Context: an optimization exercise on an open-source flow, tuned for small area and a short achievable clock period. The choices shown serve that exercise and are no tape-out recipe. Function was checked by simulation only, so behaviour that the tests miss may differ from the original. No activity file was given, so power comes from the tool's default toggle rates.

File: flow/design.v
package decode_pkg;
  typedef enum logic [5:0] {
    OP_INVALID,
    OP_ADD, OP_SUB, OP_AND, OP_OR, OP_XOR, OP_SLT, OP_SLTU,
    OP_SRA, OP_SRL, OP_SLL, OP_MUL,
    OP_ADDI, OP_ANDI, OP_ORI, OP_XORI, OP_SLTI, OP_SLTIU,
    OP_SRAI, OP_SRLI, OP_SLLI,
    OP_LUI, OP_AUIPC,
    OP_LW, OP_SW,
    OP_JAL, OP_JALR,
    OP_BEQ, OP_BNE, OP_BLT, OP_BGE, OP_BLTU, OP_BGEU
  } op_t;
  typedef enum logic [2:0] {
    FMT_NONE, FMT_R, FMT_I, FMT_S, FMT_B, FMT_U, FMT_J
  } fmt_t;
  typedef enum logic [2:0] {
    IMM_NONE, IMM_I, IMM_S, IMM_B, IMM_U, IMM_J
  } imm_t;
  typedef struct packed {
    logic                  wr_reg;
    logic [5-1:0] rd;
  } dest_tag_t;
  typedef struct packed {
    logic              valid;
    logic [32-1:0] pc;
    op_t               op;
    logic [32-1:0] rs1_val;
    logic [32-1:0] rs2_val;
    logic [32-1:0] imm;
    dest_tag_t         dest;
    logic              is_branch;
  } de_bundle_t;
endpackage
module inst_decoder (
  input  logic [31:0]           inst,
  output decode_pkg::op_t       op,
  output logic [32-1:0]     imm,
  output logic [5-1:0] rs1,
  output logic [5-1:0] rs2,
  output logic                  rs1_used,
  output logic                  rs2_used,
  output decode_pkg::dest_tag_t dest,
  output logic                  is_branch
);
  localparam logic [6:0] OPC_OP     = 7'b0110011;
  localparam logic [6:0] OPC_OP_IMM = 7'b0010011;
  localparam logic [6:0] OPC_LUI    = 7'b0110111;
  localparam logic [6:0] OPC_AUIPC  = 7'b0010111;
  localparam logic [6:0] OPC_LOAD   = 7'b0000011;
  localparam logic [6:0] OPC_STORE  = 7'b0100011;
  localparam logic [6:0] OPC_JAL    = 7'b1101111;
  localparam logic [6:0] OPC_JALR   = 7'b1100111;
  localparam logic [6:0] OPC_BRANCH = 7'b1100011;
  logic [6:0]            opcode;
  logic [2:0]            f3;
  logic [6:0]            f7;
  logic [5-1:0] rd;
  decode_pkg::fmt_t      fmt;
  decode_pkg::imm_t      imm_kind;
  logic                  writes;
  assign opcode = inst[6:0];
  assign f3     = inst[14:12];
  assign f7     = inst[31:25];
  assign rd     = inst[11:7];
  assign rs1    = inst[19:15];
  assign rs2    = inst[24:20];
  always_comb begin
    op = decode_pkg::OP_INVALID;
    case (opcode)
      OPC_OP: begin
        case ({f7, f3})  
          10'b0000000_000: op = decode_pkg::OP_ADD;
          10'b0100000_000: op = decode_pkg::OP_SUB;
          10'b0000000_001: op = decode_pkg::OP_SLL;
          10'b0000000_010: op = decode_pkg::OP_SLT;
          10'b0000000_011: op = decode_pkg::OP_SLTU;
          10'b0000000_100: op = decode_pkg::OP_XOR;
          10'b0000000_101: op = decode_pkg::OP_SRL;
          10'b0100000_101: op = decode_pkg::OP_SRA;
          10'b0000000_110: op = decode_pkg::OP_OR;
          10'b0000000_111: op = decode_pkg::OP_AND;
          10'b0000001_000: op = decode_pkg::OP_MUL;
          default: op = decode_pkg::OP_INVALID;
        endcase
      end
      OPC_OP_IMM: begin
        case (f3)
          3'b000: op = decode_pkg::OP_ADDI;
          3'b010: op = decode_pkg::OP_SLTI;
          3'b011: op = decode_pkg::OP_SLTIU;
          3'b100: op = decode_pkg::OP_XORI;
          3'b110: op = decode_pkg::OP_ORI;
          3'b111: op = decode_pkg::OP_ANDI;
          3'b001: if (f7 == 7'b0000000) op = decode_pkg::OP_SLLI;
          3'b101: begin
            if (f7 == 7'b0000000) op = decode_pkg::OP_SRLI;
            else if (f7 == 7'b0100000) op = decode_pkg::OP_SRAI;
          end
          default: op = decode_pkg::OP_INVALID;
        endcase
      end
      OPC_LUI:   op = decode_pkg::OP_LUI;
      OPC_AUIPC: op = decode_pkg::OP_AUIPC;
      OPC_JAL:   op = decode_pkg::OP_JAL;
      OPC_LOAD:  if (f3 == 3'b010) op = decode_pkg::OP_LW;
      OPC_STORE: if (f3 == 3'b010) op = decode_pkg::OP_SW;
      OPC_JALR:  if (f3 == 3'b000) op = decode_pkg::OP_JALR;
      OPC_BRANCH: begin
        case (f3)
          3'b000: op = decode_pkg::OP_BEQ;
          3'b001: op = decode_pkg::OP_BNE;
          3'b100: op = decode_pkg::OP_BLT;
          3'b101: op = decode_pkg::OP_BGE;
          3'b110: op = decode_pkg::OP_BLTU;
          3'b111: op = decode_pkg::OP_BGEU;
          default: op = decode_pkg::OP_INVALID;
        endcase
      end
      default: op = decode_pkg::OP_INVALID;
    endcase
  end
  always_comb begin
    fmt      = decode_pkg::FMT_NONE;
    imm_kind = decode_pkg::IMM_NONE;
    writes   = 1'b1;
    case (op)
      decode_pkg::OP_ADD, decode_pkg::OP_SUB, decode_pkg::OP_AND, decode_pkg::OP_OR,
      decode_pkg::OP_XOR, decode_pkg::OP_SLT, decode_pkg::OP_SLTU, decode_pkg::OP_SRA,
      decode_pkg::OP_SRL, decode_pkg::OP_SLL, decode_pkg::OP_MUL: begin
        fmt = decode_pkg::FMT_R;
      end
      decode_pkg::OP_ADDI, decode_pkg::OP_ANDI, decode_pkg::OP_ORI, decode_pkg::OP_XORI,
      decode_pkg::OP_SLTI, decode_pkg::OP_SLTIU, decode_pkg::OP_SRAI, decode_pkg::OP_SRLI,
      decode_pkg::OP_SLLI, decode_pkg::OP_LW, decode_pkg::OP_JALR: begin
        fmt      = decode_pkg::FMT_I;
        imm_kind = decode_pkg::IMM_I;
      end
      decode_pkg::OP_LUI, decode_pkg::OP_AUIPC: begin
        fmt      = decode_pkg::FMT_U;
        imm_kind = decode_pkg::IMM_U;
      end
      decode_pkg::OP_JAL: begin
        fmt      = decode_pkg::FMT_J;
        imm_kind = decode_pkg::IMM_J;
      end
      decode_pkg::OP_SW: begin
        fmt      = decode_pkg::FMT_S;
        imm_kind = decode_pkg::IMM_S;
        writes   = 1'b0;
      end
      decode_pkg::OP_BEQ, decode_pkg::OP_BNE, decode_pkg::OP_BLT,
      decode_pkg::OP_BGE, decode_pkg::OP_BLTU, decode_pkg::OP_BGEU: begin
        fmt      = decode_pkg::FMT_B;
        imm_kind = decode_pkg::IMM_B;
        writes   = 1'b0;
      end
      default: writes = 1'b0;  
    endcase
  end
  always_comb begin
    case (imm_kind)
      decode_pkg::IMM_I: imm = {{(32-12){inst[31]}}, inst[31:20]};
      decode_pkg::IMM_S: imm = {{(32-12){inst[31]}}, inst[31:25], inst[11:7]};
      decode_pkg::IMM_B: imm = {{(32-12){inst[31]}}, inst[7], inst[30:25], inst[11:8], 1'b0};
      decode_pkg::IMM_U: imm = {inst[31:12], 12'b0};
      decode_pkg::IMM_J: imm = {{(32-20){inst[31]}}, inst[19:12], inst[20], inst[30:21], 1'b0};
      default:           imm = '0;
    endcase
  end
  assign rs1_used  = (fmt == decode_pkg::FMT_R) || (fmt == decode_pkg::FMT_I) ||
                     (fmt == decode_pkg::FMT_S) || (fmt == decode_pkg::FMT_B);
  assign rs2_used  = (fmt == decode_pkg::FMT_R) || (fmt == decode_pkg::FMT_S) ||
                     (fmt == decode_pkg::FMT_B);
  assign is_branch = (fmt == decode_pkg::FMT_B);
  assign dest.wr_reg = writes && (rd != '0);
  assign dest.rd     = rd;
endmodule
module reg_file (
  input  logic                  clk,
  input  logic                  reset,
  input  logic [5-1:0] rs1,
  input  logic [5-1:0] rs2,
  output logic [32-1:0]     rs1_val,
  output logic [32-1:0]     rs2_val,
  input  logic                  wr_en,
  input  logic [5-1:0] wr_idx,
  input  logic [32-1:0]     wr_data
);
  logic [32-1:0] regs [32];
  always_ff @(posedge clk) begin
    if (reset) begin
      for (int i = 0; i < 32; i++) begin
        regs[i] <= '0;
      end
    end else if (wr_en) begin
      regs[wr_idx] <= wr_data;
    end
  end
  assign rs1_val = (wr_en && wr_idx == rs1) ? wr_data : regs[rs1];
  assign rs2_val = (wr_en && wr_idx == rs2) ? wr_data : regs[rs2];
endmodule
module hazard_unit (
  input  logic [5-1:0]                     rs1,
  input  logic [5-1:0]                     rs2,
  input  logic                                      rs1_used,
  input  logic                                      rs2_used,
  input  logic [3*(1 + 5)-1:0] inflight,
  output logic                                      hazard
);
  always_comb begin
    hazard = 1'b0;
    for (int i = 0; i < 3; i++) begin
      if (inflight[i*(1 + 5) + 5] &&
          ((rs1_used && inflight[i*(1 + 5) +: 5] == rs1) ||
           (rs2_used && inflight[i*(1 + 5) +: 5] == rs2))) begin
        hazard = 1'b1;
      end
    end
  end
endmodule
module stage_latch #(
  parameter int WIDTH = 1
) (
  input  logic     clk,
  input  logic     reset,
  input  logic     bubble,
  input  logic [WIDTH-1:0] d,
  output logic [WIDTH-1:0] q
);
  always_ff @(posedge clk) begin
    if (reset || bubble) begin
      q <= '0;  
    end else begin
      q <= d;
    end
  end
endmodule
module decode_top (
  input  logic                  clk,
  input  logic                  reset,
  input  logic                  fe_valid,
  input  logic [31:0]           fe_inst,
  input  logic [32-1:0]     fe_pc,
  input  logic                  br_flush,
  input  logic [32-1:0]     wb_value,
  output logic                  fe_stall,
  output logic                  de_valid,
  output decode_pkg::op_t       de_op,
  output logic [32-1:0]     de_pc,
  output logic [32-1:0]     de_rs1_val,
  output logic [32-1:0]     de_rs2_val,
  output logic [32-1:0]     de_imm,
  output logic [5-1:0] de_rd,
  output logic                  de_wr_reg,
  output logic                  de_is_branch
);
  decode_pkg::op_t       op;
  logic [32-1:0]     imm;
  logic [5-1:0] rs1;
  logic [5-1:0] rs2;
  logic                  rs1_used;
  logic                  rs2_used;
  decode_pkg::dest_tag_t dest;
  logic                  is_branch;
  logic [32-1:0]     rs1_val;
  logic [32-1:0]     rs2_val;
  logic                  hazard;
  logic                  de_bubble;
  decode_pkg::de_bundle_t de_d;
  decode_pkg::de_bundle_t de_q;
  logic [(3+1)*(1 + 5)-1:0] chain;  
  decode_pkg::dest_tag_t               wb_tag;
  logic [3*(1 + 5)-1:0]     inflight;
  inst_decoder u_dec (
    .inst      (fe_inst),
    .op        (op),
    .imm       (imm),
    .rs1       (rs1),
    .rs2       (rs2),
    .rs1_used  (rs1_used),
    .rs2_used  (rs2_used),
    .dest      (dest),
    .is_branch (is_branch)
  );
  reg_file u_rf (
    .clk     (clk),
    .reset   (reset),
    .rs1     (rs1),
    .rs2     (rs2),
    .rs1_val (rs1_val),
    .rs2_val (rs2_val),
    .wr_en   (wb_tag.wr_reg),
    .wr_idx  (wb_tag.rd),
    .wr_data (wb_value)
  );
  assign wb_tag   = chain[3*(1 + 5) +: (1 + 5)];
  assign inflight = chain[3*(1 + 5)-1:0];
  hazard_unit u_haz (
    .rs1      (rs1),
    .rs2      (rs2),
    .rs1_used (rs1_used),
    .rs2_used (rs2_used),
    .inflight (inflight),
    .hazard   (hazard)
  );
  assign fe_stall  = fe_valid && hazard;
  assign de_bubble = fe_stall || br_flush || !fe_valid;  
  always_comb begin
    de_d.valid     = fe_valid;
    de_d.pc        = fe_pc;
    de_d.op        = op;
    de_d.rs1_val   = rs1_val;
    de_d.rs2_val   = rs2_val;
    de_d.imm       = imm;
    de_d.dest      = dest;
    de_d.is_branch = is_branch;
  end
  stage_latch #(.WIDTH((1 + 32 + 6 + 3 * 32 + (1 + 5) + 1))) u_de_latch (
    .clk    (clk),
    .reset  (reset),
    .bubble (de_bubble),
    .d      (de_d),
    .q      (de_q)
  );
  assign chain[0 +: (1 + 5)] = de_q.dest;
  generate
    for (genvar i = 0; i < 3; i++) begin : g_track
      stage_latch #(.WIDTH((1 + 5))) u_slot (
        .clk    (clk),
        .reset  (reset),
        .bubble (1'b0),
        .d      (chain[i*(1 + 5) +: (1 + 5)]),
        .q      (chain[(i+1)*(1 + 5) +: (1 + 5)])
      );
    end
  endgenerate
  assign de_valid     = de_q.valid;
  assign de_op        = de_q.op;
  assign de_pc        = de_q.pc;
  assign de_rs1_val   = de_q.rs1_val;
  assign de_rs2_val   = de_q.rs2_val;
  assign de_imm       = de_q.imm;
  assign de_rd        = de_q.dest.rd;
  assign de_wr_reg    = de_q.dest.wr_reg;
  assign de_is_branch = de_q.is_branch;
endmodule
File: flow/run.sh
#!/bin/bash
# synth_recipe.tcl (not shown) runs the flow's synth.tcl, then flattens the netlist and writes it again
# the make line also repeats each setting of config.mk as NAME=value (left out here)
make -C /OpenROAD-flow-scripts/flow DESIGN_CONFIG=/design/flow/config.mk WORK_HOME=/design/flow/orfs CLKGATE_MAP_FILE= SYNTH_SCRIPT=/design/flow/synth_recipe.tcl finish
File: flow/config.mk
export PLATFORM = sky130hd
export DESIGN_NAME = decode_top
export DESIGN_NICKNAME = decode_top
export VERILOG_FILES = /design/flow/design.v
export SDC_FILE = /design/flow/constraint.sdc
export NUM_CORES = 4
export LEC_CHECK = 0
export ABC_CLOCK_PERIOD_IN_PS = 4500
export CAP_MARGIN = 20
export CORE_MARGIN = 2
export CORE_UTILIZATION = 40
export SETUP_SLACK_MARGIN = 0.2
export SLEW_MARGIN = 20
File: flow/constraint.sdc
create_clock -name core_clock -period 5.5 [get_ports {clk}]
set_input_delay 1.1000 -clock core_clock [delete_from_list [all_inputs] [get_ports {clk}]]
set_output_delay 1.1000 -clock core_clock [all_outputs]
set_load 0.01 [all_outputs]
==> flow_summary.ini <==
[floorplan]
rows = 142
io_pins = 243
die_w_um = 393.6
core_area_um2 = 150300
start_util = 0.4039
dieArea_um2 = 154900
die_h_um = 393.6

[critical_path]
timing.rr.start = g_track[2].u_slot.q[5]
crit_type = primary input to primary output
crit_path_start_kind = primary input
r2r-end = u_rf.regs[20][30]
path_max_fanout = 2
cp-end-kind = primary output
reg2reg_setup_slack_ns = 2.30
worstPathRequired_ns = 4.40
startpoint = fe_inst[29]
worst_ep_arrival_time_ns = 4.12
setup.worst_path.end = fe_stall
reg2reg_depth = 5

[pwr]
power.total_mw = 21.10
power.leakage_nw = 25.45
irDropWorstVdd_mv = 0.3530
cellPowerDensity_nw_per_um2 = 299.1

[synth]
synth_edf_count = 1024
synth_common_cells = and2_1 (1028), edfxtp_1 (1024), mux4_2 (640)
postSynth.asyncResetShare = 0
yosysMostFrequentCell = and2_1
synth.area.top_cells = edfxtp_1 (51%), mux4_2 (24%), and2_1 (11%), dfxtp_1 (5.3%), clkbuf_1 (2.0%)
synth_cell_types = 69
ys_warn_count = 6
synth_top_cell_area_share = 0.5065
synth_ff_type = edfxtp_1
syn-cell-area_um2 = 60710
synth_seq_cells = 1184
yosysTopAreaCell = edfxtp_1
syn_inst = 3945
syn_area_per_cell_um2 = 15.39
syn_nets = 4047
synth_seq_area_share = 0.5592

[timing]
finalCriticalPeriod_ns = 5.224
final.setup.tns_ns = 0
tightest_slew_ns = 1.192
hold_viol_final = 0
fin_crit_sh = 0.9498
fin_worst_skew_ns = 0.03449
setup_violations = 0
grt_setup_unrepaired = false
slew_headroom = 0.2051
max_freq_mhz = 191.4
slew_violations = 0
fin_ws_ns = 0.2759

[cells_and_area]
fin_util = 0.4694
drive_gt1_frac = 0.2805
finalNonFillerCells = 6237
fin_nets = 4210
areaGrowthSynthToFinish_pct = 16.21

[cts]
clkTransAtPathRegs_ns = 0.06
cts_tree = yes
clockBufferDepth = 3
cts-root-buf = clkbuf_16
cts.sinks = 1184
htreeDepth = 4
cts_buffers = 134
clk_latency_ns = 0.79

[global_route]
grt_overflow = 0
grt_pass1_wl_mm = 292.5
antenna_found_initial = 21
grt_use_total = 0.2671
grt_max_degree = 109
grt_pass1_vias = 38130

[placement]
dp_cells = 5976
dp_slack_ns = -0.6194
portBuffers = 242
gp_congestion = 0.8928
place_hpwl_mm = 119.2

[route]
firstDrtPassIters = 5
route.detailed.drc = 0
vias = 38020
final_antenna_net_count = 0
drt-total-wl_mm = 208.0
wl_per_cell_um = 33.35
initialDrtViolationCount = 5111
avgViaCountPerCell = 6.095

[hold_path]
hold_path_class = register to register

[outcome]
outcome = timing/DRC/antenna clean

[run]
cap_viol_max_count = 0
-- critical path, stage by stage --
cell and delay, ns:
buf_6 0.09, or3_4 0.38, or3_4 0.38, or4b_4 0.50
nor2b_1 0.16, nand3_2 0.10, inv_2 0.06, ha_4 0.27
inv_2 0.03, a311o_1 0.28, o41ai_2 0.40, o21a_1 0.22
buf_2 0.16
-- layout by cell type (no fill, tap or decap), drive strengths merged, types with 15 or more instances in the layout --
master,count
nor2,119
nor3,111
mux4,640
a21oi,90
xor2,27
clkdlybuf4s50,202
clkbuf,186
buf,240
nor2b,21
clkinv,41
nor3b,40
nand2,20
dfxtp,160
xnor2,15
mux2i,65
and2,1028
or2,35
edfxtp,1024
-- how the worst min path moves through the flow --
stage | start | to | slack, ns | cells after the start
2_1_floorplan | g_track[0].u_slot.q[5] | g_track[1].u_slot.q[5] | 0.46 | 1
3_3_place_gp | g_track[0].u_slot.q[5] | g_track[1].u_slot.q[5] | 0.49 | 1
3_5_place_dp | g_track[1].u_slot.q[5] | g_track[2].u_slot.q[5] | 0.48 | 1
4_1_cts | g_track[1].u_slot.q[5] | g_track[2].u_slot.q[5] | 0.51 | 1
5_1_grt | g_track[1].u_slot.q[5] | g_track[2].u_slot.q[5] | 0.53 | 1
6_report | g_track[1].u_slot.q[5] | g_track[2].u_slot.q[5] | 0.51 | 1
-- per-stage QoR --
step / hold WS [ns] / cell area, um^2
global placement: 0.4882 / 66030
finish: 0.5127 / 70550
global route: 0.5294 / 70540
floorplan: 0.4594 / 60710
CTS: 0.5057 / 70530
detailed placement: 0.4845 / 66020
-- power breakdown --
| part | internal, mW | total, mW | switching [mW] |
|---|---|---|---|
| clock network | 5.25 | 9.06 | 3.81 |
| registers | 9.94 | 10.0 | 0.103 |
| logic | 0.838 | 2.00 | 1.16 |
-- cell families (layout without fill, tap and decap cells) --
kind of cell    Yosys count  count (layout)  synth area share
mux                     706             706            0.2483
buf+inv                 426             695           0.02796
compound gates          143             143           0.01428
flops                  1184            1184            0.5592
fa+ha+maj                 2               2         0.0004121
other cells               0               7                 0
xor+xnor                 42              42          0.006059
simple gates           1442            1442            0.1438
-- layout make-up --
class                      count  area [um^2]
antenna                        7        17.52
clock buffer                 186         3736
clock inverter                56        670.6
fill                       12880        79760
inverter                       7        26.28
multi-input combinational   2335        25430
sequential                  1184        33950
tap                         2016         2522
timing repair buffer         446         4203
-- flip-flops by register name (all words and copies together) (netlist names) --
| name | flops |
|---|---|
| u_rf.regs | 1024 |
| u_de_latch.q | 142 |
| g_track.u_slot.q | 18 |
-- timing repair --
| action | CTS | global route |
|---|---|---|
| pin swaps | 11 | 8 |
| gates resized for setup | 51 | 9 |
| hold buffers | 0 | 0 |
| endpoints found under the setup margin | 1 | 1 |
| cloned | 0 | 0 |
| buffers inserted | 8 | 2 |
-- per-layer routing --
layer	track usage	wire length, um	share of wire	vias to the layer above
met5	0	34	0.00016	-
met1	0.3596	81820	0.39	19980
met2	0.4277	98830	0.48	2162
met4	0.09490	7342	0.035	4
met3	0.05886	19990	0.096	437
li1	-	-	-	15440

==> what the ideal ports hide <==
Ports are ideal in the flow. The routed layout listed here was re-timed in OpenROAD.
Step 1 sets driving cells, clkbuf_16 on the clock port and buf_2 on the other inputs (assumed; they add their load-dependent delay and slew).
Step 2, shift: input delay + t, output delay - t, t = (earliest + latest rising clock arrival at the registers) / 2. This alone moves slack from input paths to output paths.
a / b / c = no drivers / after step 1 / after step 2; a / b = the first two.
t (ns): 0.857
setup WS [ns]: 0.276 / 0.243 / 0.243
worst hold slack (ns): 0.513 / 0.513 / 0.513
pins driven straight from the clock port: 1
After both steps setup and hold are still met in this run. For this run, drivers alone change the setup slack by -0.033 ns; drivers and shift together by -0.033 ns.
